From an optimization exercise on the open Yosys and OpenROAD flow, aimed at small area, a short achievable clock period and few clock cycles; shortcuts taken in it are not production practice.
The RTL was checked by simulation tests, not by an equivalence proof against the original design.

==> flow/design.v <==
package yuv_rgb_pkg;
   localparam int ADDR_W = 18;  
   localparam int DATA_W = 16;  
endpackage
`timescale 1ns/10ps
`timescale 1ns/10ps
`timescale 1ns/10ps
module csc_mac_unit (
   input  logic        is_y,
   input  logic        is_r,
   input  logic        is_g,
   input  logic        is_b,
   input  logic [7:0]  x1,
   input  logic [7:0]  x2,
   output logic [26:0] s,
   output logic [26:0] c
);
   logic [26:0] pp0;
   logic [26:0] t0y;
   logic [26:0] t0r;
   logic [26:0] t0g;
   logic [26:0] t0b;
   logic [26:0] pp1;
   logic [26:0] t1y;
   logic [26:0] t1r;
   logic [26:0] t1g;
   logic [26:0] t1b;
   logic [26:0] pp2;
   logic [26:0] t2y;
   logic [26:0] t2r;
   logic [26:0] t2g;
   logic [26:0] t2b;
   logic [7:0] q0;
   logic [7:0] q1;
   logic [7:0] q2;
   logic [7:0] q3;
   logic [7:0] q4;
   logic s0, c0;
   logic s1, c1;
   logic s2, c2;
   logic s3, c3;
   logic s4, c4;
   logic s5, c5;
   logic s6, c6;
   logic s7, c7;
   logic s8, c8;
   logic s9, c9;
   logic s10, c10;
   logic s11, c11;
   logic s12, c12;
   logic s13, c13;
   logic s14, c14;
   logic s15, c15;
   logic s16, c16;
   logic s17, c17;
   logic s18, c18;
   logic s19, c19;
   logic s20, c20;
   logic s21, c21;
   logic s22, c22;
   logic s23, c23;
   logic s24, c24;
   logic s25, c25;
   logic s26, c26;
   logic s27, c27;
   logic s28, c28;
   logic s29, c29;
   logic s30, c30;
   logic s31, c31;
   logic s32, c32;
   logic s33, c33;
   logic s34, c34;
   logic s35, c35;
   logic s36, c36;
   logic s37, c37;
   logic s38, c38;
   logic s39, c39;
   logic s40, c40;
   logic s41, c41;
   logic s42, c42;
   logic s43, c43;
   logic s44, c44;
   logic s45, c45;
   logic s46, c46;
   logic s47, c47;
   logic s48, c48;
   logic s49, c49;
   logic s50, c50;
   logic s51, c51;
   logic s52, c52;
   logic s53, c53;
   logic s54, c54;
   logic s55, c55;
   logic s56, c56;
   logic s57, c57;
   logic s58, c58;
   logic s59, c59;
   logic s60, c60;
   logic s61, c61;
   logic s62, c62;
   logic s63, c63;
   assign t0y = ({27{x1[2:0] == 3'd1}} & 27'd76284) |
      ({27{x1[2:0] == 3'd2}} & 27'd152568) |
      ({27{x1[2:0] == 3'd3}} & 27'd228852) |
      ({27{x1[2:0] == 3'd4}} & 27'd305136) |
      ({27{x1[2:0] == 3'd5}} & 27'd381420) |
      ({27{x1[2:0] == 3'd6}} & 27'd457704) |
      ({27{x1[2:0] == 3'd7}} & 27'd533988);
   assign t0r = ({27{x1[2:0] == 3'd0}} & 27'd119609024) |
      ({27{x1[2:0] == 3'd1}} & 27'd119713619) |
      ({27{x1[2:0] == 3'd2}} & 27'd119818214) |
      ({27{x1[2:0] == 3'd3}} & 27'd119922809) |
      ({27{x1[2:0] == 3'd4}} & 27'd120027404) |
      ({27{x1[2:0] == 3'd5}} & 27'd120131999) |
      ({27{x1[2:0] == 3'd6}} & 27'd120236594) |
      ({27{x1[2:0] == 3'd7}} & 27'd120341189);
   assign t0g = ({27{x1[2:0] == 3'd0}} & 27'd118977697) |
      ({27{x1[2:0] == 3'd1}} & 27'd118952073) |
      ({27{x1[2:0] == 3'd2}} & 27'd118926449) |
      ({27{x1[2:0] == 3'd3}} & 27'd118900825) |
      ({27{x1[2:0] == 3'd4}} & 27'd118875201) |
      ({27{x1[2:0] == 3'd5}} & 27'd118849577) |
      ({27{x1[2:0] == 3'd6}} & 27'd118823953) |
      ({27{x1[2:0] == 3'd7}} & 27'd118798329);
   assign t0b = ({27{x1[2:0] == 3'd0}} & 27'd116069056) |
      ({27{x1[2:0] == 3'd1}} & 27'd116201307) |
      ({27{x1[2:0] == 3'd2}} & 27'd116333558) |
      ({27{x1[2:0] == 3'd3}} & 27'd116465809) |
      ({27{x1[2:0] == 3'd4}} & 27'd116598060) |
      ({27{x1[2:0] == 3'd5}} & 27'd116730311) |
      ({27{x1[2:0] == 3'd6}} & 27'd116862562) |
      ({27{x1[2:0] == 3'd7}} & 27'd116994813);
   assign pp0 = ({27{is_y}} & t0y) | ({27{is_r}} & t0r) | ({27{is_g}} & t0g) | ({27{is_b}} & t0b);
   assign t1y = ({27{x1[5:3] == 3'd1}} & 27'd610272) |
      ({27{x1[5:3] == 3'd2}} & 27'd1220544) |
      ({27{x1[5:3] == 3'd3}} & 27'd1830816) |
      ({27{x1[5:3] == 3'd4}} & 27'd2441088) |
      ({27{x1[5:3] == 3'd5}} & 27'd3051360) |
      ({27{x1[5:3] == 3'd6}} & 27'd3661632) |
      ({27{x1[5:3] == 3'd7}} & 27'd4271904);
   assign t1r = ({27{x1[5:3] == 3'd1}} & 27'd836760) |
      ({27{x1[5:3] == 3'd2}} & 27'd1673520) |
      ({27{x1[5:3] == 3'd3}} & 27'd2510280) |
      ({27{x1[5:3] == 3'd4}} & 27'd3347040) |
      ({27{x1[5:3] == 3'd5}} & 27'd4183800) |
      ({27{x1[5:3] == 3'd6}} & 27'd5020560) |
      ({27{x1[5:3] == 3'd7}} & 27'd5857320);
   assign t1g = ({27{x1[5:3] == 3'd0}} & 27'd1434944) |
      ({27{x1[5:3] == 3'd1}} & 27'd1229952) |
      ({27{x1[5:3] == 3'd2}} & 27'd1024960) |
      ({27{x1[5:3] == 3'd3}} & 27'd819968) |
      ({27{x1[5:3] == 3'd4}} & 27'd614976) |
      ({27{x1[5:3] == 3'd5}} & 27'd409984) |
      ({27{x1[5:3] == 3'd6}} & 27'd204992);
   assign t1b = ({27{x1[5:3] == 3'd1}} & 27'd1058008) |
      ({27{x1[5:3] == 3'd2}} & 27'd2116016) |
      ({27{x1[5:3] == 3'd3}} & 27'd3174024) |
      ({27{x1[5:3] == 3'd4}} & 27'd4232032) |
      ({27{x1[5:3] == 3'd5}} & 27'd5290040) |
      ({27{x1[5:3] == 3'd6}} & 27'd6348048) |
      ({27{x1[5:3] == 3'd7}} & 27'd7406056);
   assign pp1 = ({27{is_y}} & t1y) | ({27{is_r}} & t1r) | ({27{is_g}} & t1g) | ({27{is_b}} & t1b);
   assign t2y = ({27{x1[7:6] == 2'd1}} & 27'd4882176) |
      ({27{x1[7:6] == 2'd2}} & 27'd9764352) |
      ({27{x1[7:6] == 2'd3}} & 27'd14646528);
   assign t2r = ({27{x1[7:6] == 2'd1}} & 27'd6694080) |
      ({27{x1[7:6] == 2'd2}} & 27'd13388160) |
      ({27{x1[7:6] == 2'd3}} & 27'd20082240);
   assign t2g = ({27{x1[7:6] == 2'd0}} & 27'd4919808) |
      ({27{x1[7:6] == 2'd1}} & 27'd3279872) |
      ({27{x1[7:6] == 2'd2}} & 27'd1639936);
   assign t2b = ({27{x1[7:6] == 2'd1}} & 27'd8464064) |
      ({27{x1[7:6] == 2'd2}} & 27'd16928128) |
      ({27{x1[7:6] == 2'd3}} & 27'd25392192);
   assign pp2 = ({27{is_y}} & t2y) | ({27{is_r}} & t2r) | ({27{is_g}} & t2g) | ({27{is_b}} & t2b);
   assign q0 = {8{is_g}} & ~x2;
   assign q1 = {8{is_g}} & x2;
   assign q2 = {8{is_g}} & ~x2;
   assign q3 = {8{is_g}} & ~x2;
   assign q4 = {8{is_g}} & ~x2;
   assign s0 = pp0[6] ^ pp1[6];
   assign c0 = pp0[6] & pp1[6];
   assign s1 = pp0[7] ^ pp1[7] ^ pp2[7];
   assign c1 = (pp0[7] & pp1[7]) | (pp0[7] & pp2[7]) | (pp1[7] & pp2[7]);
   assign s2 = pp0[8] ^ pp1[8];
   assign c2 = pp0[8] & pp1[8];
   assign s3 = pp0[9] ^ pp1[9];
   assign c3 = pp0[9] & pp1[9];
   assign s4 = pp0[10] ^ pp1[10];
   assign c4 = pp0[10] & pp1[10];
   assign s5 = pp0[11] ^ pp1[11];
   assign c5 = pp0[11] & pp1[11];
   assign s6 = pp0[12] ^ pp1[12] ^ pp2[12];
   assign c6 = (pp0[12] & pp1[12]) | (pp0[12] & pp2[12]) | (pp1[12] & pp2[12]);
   assign s7 = pp0[13] ^ pp1[13];
   assign c7 = pp0[13] & pp1[13];
   assign s8 = pp0[14] ^ pp1[14] ^ pp2[14];
   assign c8 = (pp0[14] & pp1[14]) | (pp0[14] & pp2[14]) | (pp1[14] & pp2[14]);
   assign s9 = pp0[15] ^ pp1[15] ^ pp2[15];
   assign c9 = (pp0[15] & pp1[15]) | (pp0[15] & pp2[15]) | (pp1[15] & pp2[15]);
   assign s10 = pp0[16] ^ pp1[16] ^ pp2[16];
   assign c10 = (pp0[16] & pp1[16]) | (pp0[16] & pp2[16]) | (pp1[16] & pp2[16]);
   assign s11 = q0[0] ^ q1[2];
   assign c11 = q0[0] & q1[2];
   assign s12 = pp0[17] ^ pp1[17] ^ pp2[17];
   assign c12 = (pp0[17] & pp1[17]) | (pp0[17] & pp2[17]) | (pp1[17] & pp2[17]);
   assign s13 = q0[1] ^ q1[3] ^ q2[5];
   assign c13 = (q0[1] & q1[3]) | (q0[1] & q2[5]) | (q1[3] & q2[5]);
   assign s14 = pp0[18] ^ pp1[18] ^ pp2[18];
   assign c14 = (pp0[18] & pp1[18]) | (pp0[18] & pp2[18]) | (pp1[18] & pp2[18]);
   assign s15 = q0[2] ^ q1[4] ^ q2[6];
   assign c15 = (q0[2] & q1[4]) | (q0[2] & q2[6]) | (q1[4] & q2[6]);
   assign s16 = pp0[19] ^ pp1[19] ^ pp2[19];
   assign c16 = (pp0[19] & pp1[19]) | (pp0[19] & pp2[19]) | (pp1[19] & pp2[19]);
   assign s17 = q0[3] ^ q1[5] ^ q2[7];
   assign c17 = (q0[3] & q1[5]) | (q0[3] & q2[7]) | (q1[5] & q2[7]);
   assign s18 = pp0[20] ^ pp1[20] ^ pp2[20];
   assign c18 = (pp0[20] & pp1[20]) | (pp0[20] & pp2[20]) | (pp1[20] & pp2[20]);
   assign s19 = q0[4] ^ q1[6];
   assign c19 = q0[4] & q1[6];
   assign s20 = pp0[21] ^ pp1[21] ^ pp2[21];
   assign c20 = (pp0[21] & pp1[21]) | (pp0[21] & pp2[21]) | (pp1[21] & pp2[21]);
   assign s21 = q0[5] ^ q1[7];
   assign c21 = q0[5] & q1[7];
   assign s22 = pp0[22] ^ pp1[22] ^ pp2[22];
   assign c22 = (pp0[22] & pp1[22]) | (pp0[22] & pp2[22]) | (pp1[22] & pp2[22]);
   assign s23 = pp0[5] ^ pp1[5];
   assign c23 = pp0[5] & pp1[5];
   assign s24 = pp2[6] ^ q3[1] ^ q4[6];
   assign c24 = (pp2[6] & q3[1]) | (pp2[6] & q4[6]) | (q3[1] & q4[6]);
   assign s25 = q3[2] ^ q4[7] ^ c0;
   assign c25 = (q3[2] & q4[7]) | (q3[2] & c0) | (q4[7] & c0);
   assign s26 = pp2[8] ^ q3[3] ^ c1;
   assign c26 = (pp2[8] & q3[3]) | (pp2[8] & c1) | (q3[3] & c1);
   assign s27 = pp2[9] ^ q3[4] ^ c2;
   assign c27 = (pp2[9] & q3[4]) | (pp2[9] & c2) | (q3[4] & c2);
   assign s28 = pp2[10] ^ q3[5] ^ c3;
   assign c28 = (pp2[10] & q3[5]) | (pp2[10] & c3) | (q3[5] & c3);
   assign s29 = pp2[11] ^ q3[6] ^ c4;
   assign c29 = (pp2[11] & q3[6]) | (pp2[11] & c4) | (q3[6] & c4);
   assign s30 = q2[0] ^ q3[7] ^ c5;
   assign c30 = (q2[0] & q3[7]) | (q2[0] & c5) | (q3[7] & c5);
   assign s31 = pp2[13] ^ q2[1] ^ c6;
   assign c31 = (pp2[13] & q2[1]) | (pp2[13] & c6) | (q2[1] & c6);
   assign s32 = q1[0] ^ q2[2] ^ c7;
   assign c32 = (q1[0] & q2[2]) | (q1[0] & c7) | (q2[2] & c7);
   assign s33 = q1[1] ^ q2[3] ^ c8;
   assign c33 = (q1[1] & q2[3]) | (q1[1] & c8) | (q2[3] & c8);
   assign s34 = q2[4] ^ c9 ^ s10;
   assign c34 = (q2[4] & c9) | (q2[4] & s10) | (c9 & s10);
   assign s35 = c10 ^ c11 ^ s12;
   assign c35 = (c10 & c11) | (c10 & s12) | (c11 & s12);
   assign s36 = c12 ^ c13 ^ s14;
   assign c36 = (c12 & c13) | (c12 & s14) | (c13 & s14);
   assign s37 = c14 ^ c15 ^ s16;
   assign c37 = (c14 & c15) | (c14 & s16) | (c15 & s16);
   assign s38 = c16 ^ c17 ^ s18;
   assign c38 = (c16 & c17) | (c16 & s18) | (c17 & s18);
   assign s39 = c18 ^ c19 ^ s20;
   assign c39 = (c18 & c19) | (c18 & s20) | (c19 & s20);
   assign s40 = q0[6] ^ c20 ^ c21;
   assign c40 = (q0[6] & c20) | (q0[6] & c21) | (c20 & c21);
   assign s41 = pp0[23] ^ pp2[23] ^ q0[7];
   assign c41 = (pp0[23] & pp2[23]) | (pp0[23] & q0[7]) | (pp2[23] & q0[7]);
   assign s42 = pp0[3] ^ pp1[3];
   assign c42 = pp0[3] & pp1[3];
   assign s43 = pp0[4] ^ pp1[4] ^ q4[4];
   assign c43 = (pp0[4] & pp1[4]) | (pp0[4] & q4[4]) | (pp1[4] & q4[4]);
   assign s44 = q3[0] ^ q4[5] ^ s23;
   assign c44 = (q3[0] & q4[5]) | (q3[0] & s23) | (q4[5] & s23);
   assign s45 = s0 ^ c23 ^ s24;
   assign c45 = (s0 & c23) | (s0 & s24) | (c23 & s24);
   assign s46 = s1 ^ c24 ^ s25;
   assign c46 = (s1 & c24) | (s1 & s25) | (c24 & s25);
   assign s47 = s2 ^ c25 ^ s26;
   assign c47 = (s2 & c25) | (s2 & s26) | (c25 & s26);
   assign s48 = s3 ^ c26 ^ s27;
   assign c48 = (s3 & c26) | (s3 & s27) | (c26 & s27);
   assign s49 = s4 ^ c27 ^ s28;
   assign c49 = (s4 & c27) | (s4 & s28) | (c27 & s28);
   assign s50 = s5 ^ c28 ^ s29;
   assign c50 = (s5 & c28) | (s5 & s29) | (c28 & s29);
   assign s51 = s6 ^ c29 ^ s30;
   assign c51 = (s6 & c29) | (s6 & s30) | (c29 & s30);
   assign s52 = s7 ^ c30 ^ s31;
   assign c52 = (s7 & c30) | (s7 & s31) | (c30 & s31);
   assign s53 = s8 ^ c31 ^ s32;
   assign c53 = (s8 & c31) | (s8 & s32) | (c31 & s32);
   assign s54 = s9 ^ c32 ^ s33;
   assign c54 = (s9 & c32) | (s9 & s33) | (c32 & s33);
   assign s55 = s11 ^ c33 ^ s34;
   assign c55 = (s11 & c33) | (s11 & s34) | (c33 & s34);
   assign s56 = s13 ^ c34 ^ s35;
   assign c56 = (s13 & c34) | (s13 & s35) | (c34 & s35);
   assign s57 = s15 ^ c35 ^ s36;
   assign c57 = (s15 & c35) | (s15 & s36) | (c35 & s36);
   assign s58 = s17 ^ c36 ^ s37;
   assign c58 = (s17 & c36) | (s17 & s37) | (c36 & s37);
   assign s59 = s19 ^ c37 ^ s38;
   assign c59 = (s19 & c37) | (s19 & s38) | (c37 & s38);
   assign s60 = s21 ^ c38 ^ s39;
   assign c60 = (s21 & c38) | (s21 & s39) | (c38 & s39);
   assign s61 = s22 ^ c39 ^ s40;
   assign c61 = (s22 & c39) | (s22 & s40) | (c39 & s40);
   assign s62 = c22 ^ c40 ^ s41;
   assign c62 = (c22 & c40) | (c22 & s41) | (c40 & s41);
   assign s63 = pp0[24] ^ pp2[24] ^ c41;
   assign c63 = (pp0[24] & pp2[24]) | (pp0[24] & c41) | (pp2[24] & c41);
   assign s = {pp0[26], pp0[25], c62, c61, c60, c59, c58, c57, c56, c55, c54, c53, c52, c51, c50, c49, c48, c47, c46, c45, c44, c43, c42, q4[3], pp0[2], pp0[1], pp0[0]};
   assign c = {1'b0, c63, s63, s62, s61, s60, s59, s58, s57, s56, s55, s54, s53, s52, s51, s50, s49, s48, s47, s46, s45, s44, s43, s42, q4[2], q4[1], q4[0]};
endmodule
`timescale 1ns/10ps
module rgb_clip_pack (
   input  logic [22:0] yb,
   input  logic [26:0] s,
   input  logic [26:0] c,
   output logic [26:0] n,
   output logic [7:0]  ch
);
   logic [26:0] a, x, y;
   assign a = {2'b00, yb, 2'b00};
   assign x = a ^ s ^ c;
   assign y = {(a[25:0] & s[25:0]) | (a[25:0] & c[25:0]) | (s[25:0] & c[25:0]), 1'b0};
   assign n = x + y;
   assign ch = n[26] ? 8'd0 : (n[25] || n[24]) ? 8'd255 : n[23:16];
endmodule
`timescale 1ns/10ps
module yuv_rgb_top #(
   parameter int PIXEL_PAIRS = 38400,  
   parameter int U_BASE      = 38400,
   parameter int V_BASE      = 57600,
   parameter int RGB_BASE    = 146944
) (
   input  logic        CLOCK,
   input  logic        Resetn,
   input  logic        start,
   output logic        done,
   output logic [17:0] sram_address,
   output logic [15:0] sram_write_data,
   input  logic [15:0] sram_read_data,
   output logic        sram_we_n
);
   localparam logic [16:0] WP_FIRST = 17'(RGB_BASE - 131072);
   localparam logic [16:0] WP_LAST  = 17'(RGB_BASE + 3 * PIXEL_PAIRS - 1 - 131072);
   logic        busy;      
   logic        pro;       
   logic [4:0]  q;         
   logic        w;         
   logic [15:0] yp;        
   logic [16:0] wp;        
   wire accept  = !busy && start;
   wire wr_next = busy && !pro && (q[4] || q[0] || q[2]) && !done;
   wire rd_y    = w && (q[1] || q[3]);
   wire [14:0] cidx = yp[15:1];  
   always_ff @(posedge CLOCK or negedge Resetn) begin
      if (!Resetn) begin
         busy <= 1'b0;
         sram_we_n <= 1'b1;
         done <= 1'b0;
      end else begin
         busy <= busy ? !done : start;
         sram_we_n <= !wr_next;
         done <= wr_next && (wp == WP_LAST);
      end
   end
   always_ff @(posedge CLOCK) begin
      if (accept) begin
         q <= 5'b10000;    
         w <= 1'b1;
         pro <= 1'b1;
         yp <= 16'd1;
         wp <= WP_FIRST;
         sram_address <= '0;
      end else begin
         q <= {q[3:0], q[4]};
         if (q[4]) w <= !w;
         if (w && q[3]) pro <= 1'b0;
         if (rd_y) yp <= yp + 16'd1;
         if (wr_next) wp <= wp + 17'd1;
         if (q[1])
            sram_address <= w ? {2'b00, yp} : 18'(U_BASE) + 18'(cidx);
         else if (q[3])
            sram_address <= w ? {2'b00, yp} : 18'(V_BASE) + 18'(cidx);
         else
            sram_address <= {1'b1, wp};
      end
   end
   logic [15:0] yw, uw, vw;    
   logic [7:0]  x1;            
   logic [26:0] s, c, sq, cq;  
   logic [22:0] yb_e, yb_o;    
   logic [26:0] n_e, n_o;      
   logic [7:0]  l_e, l_o;      
   logic [7:0]  h1, h2, h3;    
   always_ff @(posedge CLOCK) begin
      if ((!w && q[1]) || (w && q[4])) yw <= sram_read_data;
      if (!w && q[4]) uw <= sram_read_data;
      if (w && q[1]) vw <= sram_read_data;
      case (1'b1)
         q[0]: x1 <= yw[7:0];
         q[1]: x1 <= w ? sram_read_data[15:8] : vw[7:0];
         q[2], q[3]: x1 <= w ? uw[15:8] : uw[7:0];
         default: x1 <= w ? sram_read_data[15:8] : yw[15:8];
      endcase
      sq <= s;
      cq <= c;
      if (q[1]) yb_e <= n_e[24:2];
      if (q[2]) yb_o <= n_o[24:2];
      if (q[3]) begin
         h1 <= l_e;
         h2 <= l_o;
      end
      if (q[0]) h1 <= l_o;
      if (q[4]) h3 <= l_o;
      if (q[4]) sram_write_data <= {h1, l_e};
      if (q[0]) sram_write_data <= {l_e, h2};
      if (q[2]) sram_write_data <= {h3, h1};
   end
   csc_mac_unit u_unit (
      .is_y(q[0] || q[1]), .is_r(q[2]), .is_g(q[3]), .is_b(q[4]),
      .x1(x1), .x2(w ? vw[15:8] : vw[7:0]), .s(s), .c(c)
   );
   rgb_clip_pack u_lane_e (.yb(q[1] ? 23'd0 : yb_e), .s(sq), .c(cq), .n(n_e), .ch(l_e));
   rgb_clip_pack u_lane_o (.yb(q[2] ? 23'd0 : yb_o), .s(sq), .c(cq), .n(n_o), .ch(l_o));
endmodule
==> flow/run.sh <==
#!/bin/bash
# synth_recipe.tcl (not shown) runs the flow's synth.tcl, then flattens the netlist and writes it again
# the make line also repeats each setting of config.mk as NAME=value (left out here)
make -C /OpenROAD-flow-scripts/flow DESIGN_CONFIG=/design/flow/config.mk WORK_HOME=/design/flow/orfs CLKGATE_MAP_FILE= SYNTH_SCRIPT=/design/flow/synth_recipe.tcl finish
==> flow/config.mk <==
export PLATFORM = sky130hd
export DESIGN_NAME = yuv_rgb_top
export DESIGN_NICKNAME = yuv_rgb_top
export VERILOG_FILES = /design/flow/design.v
export SDC_FILE = /design/flow/constraint.sdc
export NUM_CORES = 4
export LEC_CHECK = 0
export CAP_MARGIN = 20
export CORE_MARGIN = 2
export CORE_UTILIZATION = 40
export SLEW_MARGIN = 20
==> flow/constraint.sdc <==
create_clock -name core_clock -period 13.0 [get_ports {CLOCK}]
set_input_delay 2.6000 -clock core_clock [delete_from_list [all_inputs] [get_ports {CLOCK}]]
set_output_delay 2.6000 -clock core_clock [all_outputs]
set_load 0.01 [all_outputs]
==> impl_metrics.ini, run 1 <==
[run_status]
status = complete, no violations

[sta]
slew_headroom_pct = 22.85
fin_skew_ns = 0.01575
setup_viol = 0
tightest_slew_ns = 1.150
max_freq_mhz = 187.2
hold_viol = 0
rsz0062_at_grt = no
period_share_pct = 41.09
final.min_clock_period_ns = 5.341
setup_tns_ns = 0
drv_slew = 0

[detailed_routing]
firstDrtPassIters = 6
vias = 12760
routedWlPerCell_um = 18.62
drt_iter0_markers = 1064
drtAntennaViolNets = 0
routed_wl_um = 43410
drc = 0
post_drt_via_cell_ratio = 5.473

[clock_network]
clock_latency_ns = 0.56
hold_buffers = 0
path_clk_slew_ns = 0.06
numCtsBuffers = 29
cts_setup_buffers = 0
cts_sinks = 255
tritoncts = yes
postCtsResizedCells = 0
cts_root_buf = clkbuf_16
htreeDepth = 1
clk_path_buf_depth = 3

[cells_and_area]
layout-drive-gt1-share_pct = 5.114
fin_cells = 2331
syn2layout_area_growth_pct = 12.00
nets = 1970
num-fill-cells = 3885
diodes = 0

[die]
die_w_um = 207.5
num_rows = 74
core_um2 = 40830
dieArea_um2 = 43070
start_util_pct = 40.58
die_h_um = 207.5
io_pins = 55

[place]
globalplace.congestion = 0.9900
dpl.hpwl_um = 32450
port_buffers = 54
dp_cells = 2278

[flow_run]
cap_viol_max_count = 0

[worst_hold_path]
min_from = yw[0]
hold_class = reg -> reg

[logic_synthesis]
synth-seq-cells = 255
syn-cell-area_um2 = 16570
async_flop_share_pct = 1.176
syn_inst = 1762
syn-num-nets = 1955
synth_top_area_cell = edfxtp_1
avgSynthCellArea_um2 = 9.405
yosys_warnings = 1
synth_top_area_share_pct = 24.28
ys_seq_area_share_pct = 39.00
synthTopCellsByArea = edfxtp_1, dfxtp_1, fa_1, ha_1, nand2_1
yosysUniqueCellTypes = 73
synth_ff_type = edfxtp_1
synth_edf_count = 134

[setup_path]
worstSetupEndpointType = flip-flop
r2r_start = q[1]
critPathSlowestCell = nor4b_1
path_cells = inv_1, buf_4, nand2_1, fa_1, inv_1, fa_1, a211oi_1, o211ai_1, a32oi_1, a21boi_1, or3_1, a22oi_1, nor4b_1, o32ai_1
crit_fanout = 23
cp_data_required_time_ns = 13.26
cpPeakStageDelay_ns = 0.85
critPathLaunchType = flip-flop
path_class = reg -> reg
crit_start = q[1]
cp.arrival_ns = 5.60

[global_routing]
track_usage_pct = 19.97
grt_max_degree = 67
grt_overflow = 0
grt_pass1_vias = 12680
antenna_found_initial = 0
grt_first_pass_wirelength_um = 69590
flip-flops by register name (all words and copies together), names as in the netlist, 5 cells and up:
register,cells
cq,26
sq,26
yb_e,23
yb_o,23
sram_address,18
wp,17
sram_write_data,16
uw,16
vw,16
yp,16
yw,16
h1,8
h2,8
h3,8
x1,8
q,5
metal layers:
metal	global-route usage, %	share of wire (%)	vias up	wire [um]
met4	5.271	2.7	0	1182
li1	-	-	6127	-
met3	2.557	6.2	82	2671
met1	28.49	46	6094	20050
met5	0	0	-	0
met2	32.10	45	454	19510
cells in the mapped netlist (11+ instances only):
cell type and instances:
nand2_1 215, inv_1 207, edfxtp_1 134, a21oi_1 127, dfxtp_1 118, nor2_1 112, o21ai_0 106, fa_1 101
clkbuf_1 73, ha_1 73, nand3_1 35, xnor2_1 34, a21o_1 33, nor2b_1 30, xor2_1 29, and3_1 22
o211ai_1 19, a211oi_1 18, and2_1 17, nand2b_1 16, or3_1 15, mux2i_1 14, a22oi_1 13, nor3_1 13
a22o_1 12, a31oi_1 12, a221oi_1 11, buf_1 11
stage by stage:
stage	setup slack (ns)	hold slack [ns]	util, %	cell area (um^2)
global route	7.401	0.4772	45.45	18560
finish	7.659	0.4439	45.45	18560
global placement	8.035	0.4304	43.07	17590
CTS	7.751	0.4477	45.45	18560
floorplan	8.143	0.4215	-	16570
detailed placement	7.765	0.4322	43.07	17590
area by class of cell:
class	instances	area (um^2)	area share, %
Sequential cell	255	6467	34.85
Clock buffer	37	832.0	4.483
Multi-Input combinational cell	1206	8974	48.35
Inverter	212	795.8	4.288
Timing Repair Buffer	73	683.2	3.681
Clock inverter	16	141.4	0.7618
Tap cell	532	665.6	3.587
layout by cell type (no fill, tap or decap), types with 16 or more instances in the layout:
cell type	netlist	final
clkdlybuf4s50_1	0	54
a211oi_1	18	18
clkbuf_16	0	31
dfxtp_1	118	114
nand3_1	35	35
nand2_1	215	215
xor2_1	29	29
fa_1	101	101
edfxtp_1	134	134
nor2b_1	30	29
buf_4	0	19
nand2b_1	16	16
o21ai_0	106	105
a21o_1	33	33
inv_1	207	207
nor2_1	112	112
ha_1	73	73
a21oi_1	127	127
and2_1	17	17
and3_1	22	22
xnor2_1	34	34
o211ai_1	19	19
worst paths after layout:
kind                             end  slack, ns  depth (start not counted)
max                            h1[3]       7.66                         14
min                            x1[0]       0.44                          2
max reg2reg                    h1[3]       7.66                         14
min reg2reg                    x1[0]       0.44                          2
max in group asynchronous  sram_we_n      10.56                          1
min in group asynchronous       busy       2.22                          1
kinds of logic (layout without fill, tap and decap cells):
logic type      count (synthesis)  in the layout  share of synthesized area [%]
simple gates                  504            504                          13.99
fa+ha+maj                     174            174                          17.71
mux                            22             22                          1.933
xor+xnor                       63             63                          3.330
flops                         255            255                          39.00
compound gates                443            443                          17.14
buf+inv                       301            338                          6.894
worst max-delay path, delay by kind of cell (launching register included):
| kind | cells | cell delay [ns] |
|---|---|---|
| AOI/OAI and AO/OA | 6 | 1.78 |
| DFF | 1 | 0.32 |
| and+or+nand+nor | 3 | 1.29 |
| buffers and inverters | 3 | 0.68 |
| adders and majority gates | 2 | 0.96 |
Testbench counts, summed over its fixed seeds: cycles 576,033.
==> run 2: changes to the inputs <==
==> flow/flow/run.sh (new file) <==
#!/bin/bash
# The standard layout, with timing repair aiming at 8 ns of setup slack
# (the clock period is unchanged). The make output goes to standard.log.
bash standard.sh SETUP_SLACK_MARGIN=8 finish > standard.log 2>&1
==> flow/standard.sh (new file) <==
#!/bin/bash
# synth_recipe.tcl (not shown) runs the flow's synth.tcl, then flattens the netlist and writes it again
# the make line also repeats each setting of config.mk as NAME=value (left out here)
make -C /OpenROAD-flow-scripts/flow DESIGN_CONFIG=/design/flow/config.mk WORK_HOME=/design/flow/orfs CLKGATE_MAP_FILE= SYNTH_SCRIPT=/design/flow/synth_recipe.tcl "${@:-finish}"
removed: flow/run.sh
==> impl_metrics.ini, run 2 <==
[run_status]
status = complete, no violations

[logic_synthesis]
yosysUniqueCellTypes = 73
yosys_warnings = 1
synth_top_area_cell = edfxtp_1
async_flop_share_pct = 1.176
synthTopCellsByArea = edfxtp_1, dfxtp_1, fa_1, ha_1, nand2_1
syn_inst = 1762
synth-seq-cells = 255
synth_edf_count = 134
synth_most_common_cell = nand2_1
avgSynthCellArea_um2 = 9.405
synth_common_cells = nand2_1, inv_1, edfxtp_1, a21oi_1, dfxtp_1
syn-cell-area_um2 = 16570
syn-num-nets = 1955
synth_top_area_share_pct = 24.28
synth_ff_type = edfxtp_1
ys_seq_area_share_pct = 39.00

[setup_path]
crit_start = q[1]
critPathSlowestCell = nor4b_2
r2r_start = q[1]
cp_data_required_time_ns = 13.28
worstSetupEndpointType = flip-flop
path_class = reg -> reg
cpPeakStageDelay_ns = 0.53
cp.arrival_ns = 5.06
crit_fanout = 23
cp_top_family = compound AO/OA/AOI/OAI gates
critPathLaunchType = flip-flop
critPathBufInv = 3
path_cells = inv_1, buf_4, nand2_1, fa_1, inv_1, fa_1, a211oi_1, o211ai_1, a32oi_1, a21boi_1, or3_1, a22oi_2, nor4b_2, o32ai_1

[detailed_routing]
post_drt_via_cell_ratio = 5.493
drc = 0
drtAntennaViolNets = 0
vias = 12810
drt_iter0_markers = 1109
routed_wl_um = 43300
routedWlPerCell_um = 18.57
firstDrtPassIters = 8

[sta]
setup_viol = 0
final.min_clock_period_ns = 4.779
tightest_slew_ns = 0.8364
layout_setup_ws_ns = 8.221
period_share_pct = 36.77
setup_tns_ns = 0
fin_skew_ns = 0.01290
rsz0062_at_grt = yes
slew_headroom_pct = 44.17
hold_viol = 0
max_freq_mhz = 209.2
drv_slew = 0

[clock_network]
numCtsBuffers = 29
path_clk_slew_ns = 0.06
clock_latency_ns = 0.56
htreeDepth = 1
cts_root_buf = clkbuf_16
cts_sinks = 255
tritoncts = yes
clk_path_buf_depth = 3

[global_routing]
grt_pass1_vias = 12690
grt_first_pass_wirelength_um = 69550
antenna_found_initial = 0
grt_max_degree = 67
track_usage_pct = 19.97
grt_overflow = 0

[cells_and_area]
num-fill-cells = 3882
register_area_um2 = 6467
multi_input_area_um2 = 8991
largestRegisters = cq (26), sq (26)
diodes = 0
layout-drive-gt1-share_pct = 5.389
fin_util_pct = 45.55
nets = 1971
mostFrequentLayoutCells = nand2_1, inv_1, edfxtp_1
mostFrequentLayoutCell = nand2_1
syn2layout_area_growth_pct = 12.25

[place]
dpl.hpwl_um = 32450
globalplace.congestion = 0.9900
dpl_worst_slack_ns = 7.765
port_buffers = 54

[worst_hold_path]
hold_class = reg -> reg
min_from = yw[0]

[die]
core_um2 = 40830
die_w_um = 207.5
start_util_pct = 40.58
io_pins = 55
dieArea_um2 = 43070
die_h_um = 207.5
num_rows = 74

[flow_run]
cap_viol_max_count = 0
run 2: what timing repair did:
| action | CTS | global route |
|---|---|---|
| endpoints found under the setup margin | 4 | 15 |
| setup buffers | 0 | 1 |
| resized for setup | 2 | 2 |
| pin swaps | 0 | 1 |
| hold buffers | 0 | 0 |
run 2: cells by family after synthesis:
logic type | after synthesis | share of synthesized area (%)
AO/OA/AOI/OAI | 443 | 17.14
XOR/XNOR | 63 | 3.330
adder cells (fa/ha/maj) | 174 | 17.71
buffers and inverters | 301 | 6.894
flip-flops | 255 | 39.00
multiplexers | 22 | 1.933
AND/OR/NAND/NOR | 504 | 13.99
run 2: area by class of cell:
class,count,share of cell area [%]
Sequential cell,255,34.77
Timing Repair Buffer,74,3.780
Tap cell,532,3.579
Inverter,212,4.298
Clock buffer,37,4.473
Clock inverter,16,0.7601
Multi-Input combinational cell,1206,48.34
run 2: final timing paths:
kind | end | slack [ns] | cells past startpoint
max | h1[3] | 8.22 | 14
min | x1[0] | 0.44 | 2
max reg2reg | h1[3] | 8.22 | 14
min reg2reg | x1[0] | 0.44 | 2
max in group asynchronous | sram_we_n | 10.56 | 1
min in group asynchronous | busy | 2.22 | 1
run 2: metrics by stage:
| stage | hold WS [ns] | instance area, um^2 | cells |
|---|---|---|---|
| 2_1_floorplan | 0.4215 | 16570 | 1762 |
| 3_3_place_gp | 0.4304 | 17590 | 2278 |
| 3_5_place_dp | 0.4322 | 17590 | 2278 |
| 4_1_cts | 0.4477 | 18570 | 2331 |
| 5_1_grt | 0.4772 | 18600 | 2332 |
| 6_report | 0.4443 | 18600 | 2332 |
run 2: tightest hold or removal path, stage by stage (launching register included):
cell and delay (ns):
edfxtp_1 0.32, nand2_1 0.04, o21ai_0 0.05
run 2: routing by layer:
| layer | up-vias | wire length (um) | GRT usage, % |
|---|---|---|---|
| met1 | 6162 | 20250 | 28.48 |
| li1 | 6137 | - | - |
| met4 | 0 | 1197 | 5.271 |
| met5 | - | 0 | 0 |
| met3 | 87 | 2303 | 2.557 |
| met2 | 423 | 19550 | 32.10 |
==> run 3: changes to the inputs <==
==> flow/flow/run.sh (replaced) <==
#!/bin/bash
# The standard layout, with timing repair aiming at 10 ns of setup slack
# (the clock period is unchanged). The make output goes to standard.log.
bash standard.sh SETUP_SLACK_MARGIN=10 finish > standard.log 2>&1
==> impl_metrics.ini, run 3 <==
[setup_path]
critPathLaunchType = flip-flop
reg2reg_slack_ns = 9.14
cpPeakStageDelay_ns = 0.50
cp.arrival_ns = 4.17
critPathSlowestCell = fa_1
rr_endpoint = h1[3]
cp_data_required_time_ns = 13.31
path_class = reg -> reg
worstSetupEndpointType = flip-flop
r2r_start = q[1]
path_cells = inv_16, nand2_4, fa_1, inv_2, buf_4, buf_6, ha_4, a41o_1, a211o_1, a21oi_4, nor2_4, a211o_1, a22oi_2, buf_6, nor4b_4, o32ai_2
crit_fanout = 6
reg2reg_depth = 16

[detailed_routing]
drc = 0
drtAntennaViolNets = 0
vias = 13940
drt_iter0_markers = 1374
post_drt_via_cell_ratio = 5.621
routedWlPerCell_um = 20.22
firstDrtPassIters = 6
routed_wl_um = 50140

[logic_synthesis]
synth_top_area_cell = edfxtp_1
synth_top_area_share_pct = 24.28
yosys_warnings = 1
synth-seq-cells = 255
syn_inst = 1762
synth_common_cells = nand2_1, inv_1, edfxtp_1, a21oi_1, dfxtp_1
avgSynthCellArea_um2 = 9.405
ys_seq_area_share_pct = 39.00
synth_most_common_cell = nand2_1
synth_ff_type = edfxtp_1
synthTopCellsByArea = edfxtp_1, dfxtp_1, fa_1, ha_1, nand2_1
syn-num-nets = 1955
yosysUniqueCellTypes = 73
async_flop_share_pct = 1.176
syn-cell-area_um2 = 16570
synth_edf_count = 134

[worst_hold_path]
whs_endpoint = x1[4]
min_from = yw[4]
hold_class = reg -> reg
hold_depth = 2

[global_routing]
grt_pass1_vias = 13710
track_usage_pct = 22.47
grt_overflow = 0
met3_usage_pct = 3.722
met2_usage_pct = 35.07
grt_max_degree = 40
grt_first_pass_wirelength_um = 77030
antenna_found_initial = 0
grt-busiest-layer = met2
grt_use_met1_pct = 31.50

[cells_and_area]
mostFrequentLayoutCells = nand2_1, inv_1, edfxtp_1
nets = 2119
multi_input_area_um2 = 10750
mostFrequentLayoutCell = nand2_1
layout-drive-gt1-share_pct = 30.44
register_area_um2 = 6500
num-fill-cells = 3486
largestRegisters = cq (26), sq (26)
diodes = 0
syn2layout_area_growth_pct = 32.44

[sta]
rsz0062_at_grt = yes
drv_slew = 0
tightest_slew_ns = 0.7934
fin_skew_ns = 0.02879
max_freq_mhz = 259.3
setup_viol = 0
slew_headroom_pct = 46.91
final.min_clock_period_ns = 3.856
setup_tns_ns = 0
period_share_pct = 29.66
layout_setup_ws_ns = 9.144
hold_viol = 0

[clock_network]
clk_path_buf_depth = 3
cts_sinks = 255
tritoncts = yes
cts_root_buf = clkbuf_16
hold_buffers = 0
htreeDepth = 1
clock_latency_ns = 0.58
path_clk_slew_ns = 0.06
numCtsBuffers = 29

[place]
port_buffers = 54
dpl_worst_slack_ns = 8.149
globalplace.congestion = 0.9246
dpl.hpwl_um = 32900

[die]
die_h_um = 207.5
die_w_um = 207.5
io_pins = 55
num_rows = 74
start_util_pct = 40.58
core_um2 = 40830
dieArea_um2 = 43070

[flow_run]
cap_viol_max_count = 0

[run_status]
status = complete, no violations
==> run 3: cell count changes in the layout (fill, tap and decap cells not counted), sizes merged, moves of 2 or more <==
cell / delta
clkbuf: +4
bufbuf: +2
bufinv: +4
buf: +185
clkinv: -4
clkdlybuf4s50: -45
clkinvlp: +2
==> run 3: worst max path at each step <==
stage / to / cells after the start / start
after global routing: h1[6] / 15 / q[2]
final: h1[3] / 16 / q[1]
after floorplan: h1[6] / 18 / q[2]
after detailed placement: h1[7] / 12 / q[2]
after global placement: h1[7] / 12 / q[2]
after CTS: h1[3] / 14 / q[1]
==> run 3: per-layer routing <==
layer  vias to the layer above  part of all wire (%)  wire, um
li1                       6436                     -         -
met1                      6798                    45     22470
met2                       576                    45     22320
met3                       129                   7.1      3542
met4                         0                   3.6      1809
met5                         -                     0         0
==> run 3: layout make-up <==
type                            instances  share of cell area (%)
Sequential cell                       255                   29.62
Timing Repair Buffer                  218                   9.544
Clock buffer                           40                   3.586
Timing Repair inverter                  4                  0.2509
Multi-Input combinational cell       1206                   48.99
Tap cell                              532                   3.033
Clock inverter                         13                   1.049
Inverter                              212                   3.928
==> run 3: cell families after synthesis <==
logic type               after synthesis  synth area share (%)
XOR/XNOR                              63                 3.330
multiplexers                          22                 1.933
AO/OA/AOI/OAI                        443                 17.14
flip-flops                           255                 39.00
AND/OR/NAND/NOR                      504                 13.99
adder cells (fa/ha/maj)              174                 17.71
buffers and inverters                301                 6.894
==> run 3: metrics by stage <==
stage / hold slack, ns / std cells / area (um^2) / utilization, %
after CTS: 0.4451 / 2425 / 20730 / 50.77
final: 0.4434 / 2480 / 21950 / 53.75
after global routing: 0.4766 / 2480 / 21950 / 53.75
after floorplan: 0.4215 / 1762 / 17110 / -
after global placement: 0.4292 / 2273 / 17900 / 43.83
after detailed placement: 0.4311 / 2273 / 17900 / 43.83
==> run 3: what timing repair did <==
item,in CTS,in global routing
resized for setup,436,198
buffers inserted,88,55
gates cloned,11,0
endpoints found under the setup margin,231,153
pin swaps,70,89
==> run 3: critical path: cells and delay by family, from the launching register on <==
kind | cells | cell delay, ns
AO/OA/AOI/OAI | 6 | 1.50
adder cells (fa/ha/maj) | 2 | 0.69
buffers and inverters | 5 | 0.55
AND/OR/NAND/NOR | 3 | 0.45
flip-flops | 1 | 0.42
==> run 4: changes to the inputs <==
==> flow/flow/run.sh (replaced) <==
#!/bin/bash
# The standard layout, with timing repair aiming at 9 ns of setup slack
# (the clock period is unchanged). The make output goes to standard.log.
bash standard.sh SETUP_SLACK_MARGIN=9 finish > standard.log 2>&1
==> impl_metrics.ini, run 4 <==
[die]
die_w_um = 207.5
start_util_pct = 40.58
io_pins = 55
dieArea_um2 = 43070
die_h_um = 207.5
core_um2 = 40830
num_rows = 74

[setup_path]
cpPeakStageDelay_ns = 0.48
cp_data_required_time_ns = 13.30
reg2reg_depth = 16
path_class = reg -> reg
worstSetupEndpointType = flip-flop
critPathSlowestCell = fa_1
path_cells = clkinvlp_4, buf_12, clkbuf_16, nand2_1, fa_1, inv_1, ha_1, a211oi_2, o211ai_1, a32oi_2, a21boi_2, or3_4, a22oi_2, buf_6, nor4b_4, o32ai_2
critPathLaunchType = flip-flop
r2r_start = q[1]
crit_start = q[1]
cp.arrival_ns = 4.23
crit_fanout = 8

[sta]
setup_tns_ns = 0
slew_headroom_pct = 44.20
final.min_clock_period_ns = 3.929
tightest_slew_ns = 0.8359
period_share_pct = 30.22
drv_slew = 0
max_freq_mhz = 254.5
rsz0062_at_grt = yes
setup_viol = 0
fin_skew_ns = 0.02581
hold_viol = 0

[logic_synthesis]
synth_top_area_cell = edfxtp_1
syn-cell-area_um2 = 16570
synthSimpleGateAreaFrac_pct = 13.99
async_flop_share_pct = 1.176
synth_most_common_cell = nand2_1
synthAdderAreaFrac_pct = 17.71
synth_common_cells = nand2_1, inv_1, edfxtp_1, a21oi_1, dfxtp_1
synth-seq-cells = 255
synthMuxAreaShare_pct = 1.933
avgSynthCellArea_um2 = 9.405
ys_seq_area_share_pct = 39.00
synth_ff_type = edfxtp_1
syn-num-nets = 1955
synthXorXnorAreaFrac_pct = 3.330
yosysUniqueCellTypes = 73
synth_compound_area_share_pct = 17.14
synth_top_area_share_pct = 24.28
yosys_warnings = 1
synthTopCellsByArea = edfxtp_1, dfxtp_1, fa_1, ha_1, nand2_1
syn_inst = 1762
synth_top_family_by_area = adder cells
synth_edf_count = 134

[clock_network]
clock_latency_ns = 0.56
clk_path_buf_depth = 3
htreeDepth = 1
tritoncts = yes
numCtsBuffers = 29
cts_sinks = 255
cts_root_buf = clkbuf_16
path_clk_slew_ns = 0.06

[detailed_routing]
vias = 13030
routed_wl_um = 44600
drc = 0
firstDrtPassIters = 5
routedWlPerCell_um = 18.94
drt_iter0_markers = 1131
drtAntennaViolNets = 0
post_drt_via_cell_ratio = 5.537

[place]
port_buffers = 54
dpl.hpwl_um = 32360
post_dp_cell_area_um2 = 17610
globalplace.congestion = 0.9385

[cells_and_area]
layout-drive-gt1-share_pct = 8.946
fin_util_pct = 46.63
finalInstanceArea_um2 = 19040
mostFrequentLayoutCell = nand2_1
diodes = 0
mostFrequentLayoutCells = nand2_1, inv_1, edfxtp_1
syn2layout_area_growth_pct = 14.90
largestRegisters = cq (26), sq (26)
nets = 1993

[global_routing]
antenna_found_initial = 0
grt_pass1_vias = 12590
grt_max_degree = 60
grt_first_pass_wirelength_um = 70290
track_usage_pct = 20.24
grt_overflow = 0

[run_status]
status = complete, no violations

[flow_run]
cap_viol_max_count = 0

[worst_hold_path]
min_from = yw[0]
hold_depth = 2
hold_class = reg -> reg
[run 4: cell counts after synthesis]
Identical to the previous run, type by type.
[run 4: path summary, 6_finish.rpt]
kind                             endpoint  slack [ns]
max in group asynchronous       sram_we_n       10.55
worst min-delay path                x1[0]        0.44
min in group asynchronous            done        2.23
worst min register to register      x1[0]        0.44
worst max register to register      h1[3]        9.07
worst max-delay path                h1[3]        9.07
[run 4: final cells by class]
class                   count  area, um^2
multi-input cells        1206        9218
well taps                 532       665.6
clock buffers              43       833.3
repair inverters            1       8.758
clock inverters            10       57.56
fillers                  3880       21790
repair buffers             95       968.4
inverters                 212       812.0
flip-flops and latches    255        6476
[run 4: what timing repair did]
item,CTS,global route
pin swaps,5,14
gates resized for setup,57,43
setup buffers,10,12
cloned,3,2
hold buffers,0,0
setup endpoints to repair,85,43
[run 4: cell families (layout without fill, tap and decap cells)]
| group | after synthesis | count (layout) |
|---|---|---|
| flops | 255 | 255 |
| mux | 22 | 22 |
| simple gates | 504 | 504 |
| buf+inv | 301 | 361 |
| xor+xnor | 63 | 63 |
| compound gates | 443 | 443 |
| fa+ha+maj | 174 | 174 |
[run 4: through the flow]
step | std cells | hold WS, ns | setup slack [ns]
6_report | 2354 | 0.4431 | 9.071
5_1_grt | 2354 | 0.4666 | 8.859
4_1_cts | 2339 | 0.4488 | 9.000
3_5_place_dp | 2273 | 0.4315 | 8.075
3_3_place_gp | 2273 | 0.4334 | 8.194
2_1_floorplan | 1762 | 0.4215 | 9.005
[run 4: worst max-delay path: cells and delay by family (launching register included)]
family	cells	cell delay, ns
flip-flops	1	0.35
AO/OA/AOI/OAI	6	1.16
buffers and inverters	5	0.62
adder cells (fa/ha/maj)	2	0.84
AND/OR/NAND/NOR	3	0.73
[run 4: layer usage]
layer / part of all wire, % / track usage (%)
met5: 0 / 0
met1: 45 / 28.91
met3: 6.4 / 2.935
met2: 45 / 31.78
met4: 3.4 / 6.305

-- static timing again, ports no longer ideal --
The flow's constraints put no driver on any port. The routed layouts listed below were extracted and timed again, unchanged, in two steps.
Step 1 (the two cells are an assumption about what drives the block):
set clk [get_ports {CLOCK}]
set_driving_cell -lib_cell sky130_fd_sc_hd__clkbuf_16 $clk
set_driving_cell -lib_cell sky130_fd_sc_hd__buf_2 [delete_from_list [all_inputs] $clk]
Step 2 times the ports against the registers' clock, not the clock port: input delays grow and output delays shrink by t, the midpoint of the rising clock arrivals with the driver on.
Three values: ideal, step 1, step 2; two values: the first two.
run	t, ns	setup slack, ns	worst setup path after step 2	clock arrival spread, ns	worst slew at a driven data input, ns
run 1	0.605	7.659 / 7.659 / 7.659	register to register	0.018 / 0.017	0.04
run 2	0.603	8.221 / 8.221 / 8.221	register to register	0.015 / 0.014	0.04
run 3	0.616	9.144 / 9.144 / 9.144	register to register	0.029 / 0.028	0.04
run 4	0.600	9.071 / 9.035 / 8.952	input to register	0.026 / 0.026	0.03
After both steps setup and hold are still met in every run listed. The setup slack of run 4, which loses most, moves by -0.036 ns with the drivers and by -0.119 ns with both steps.
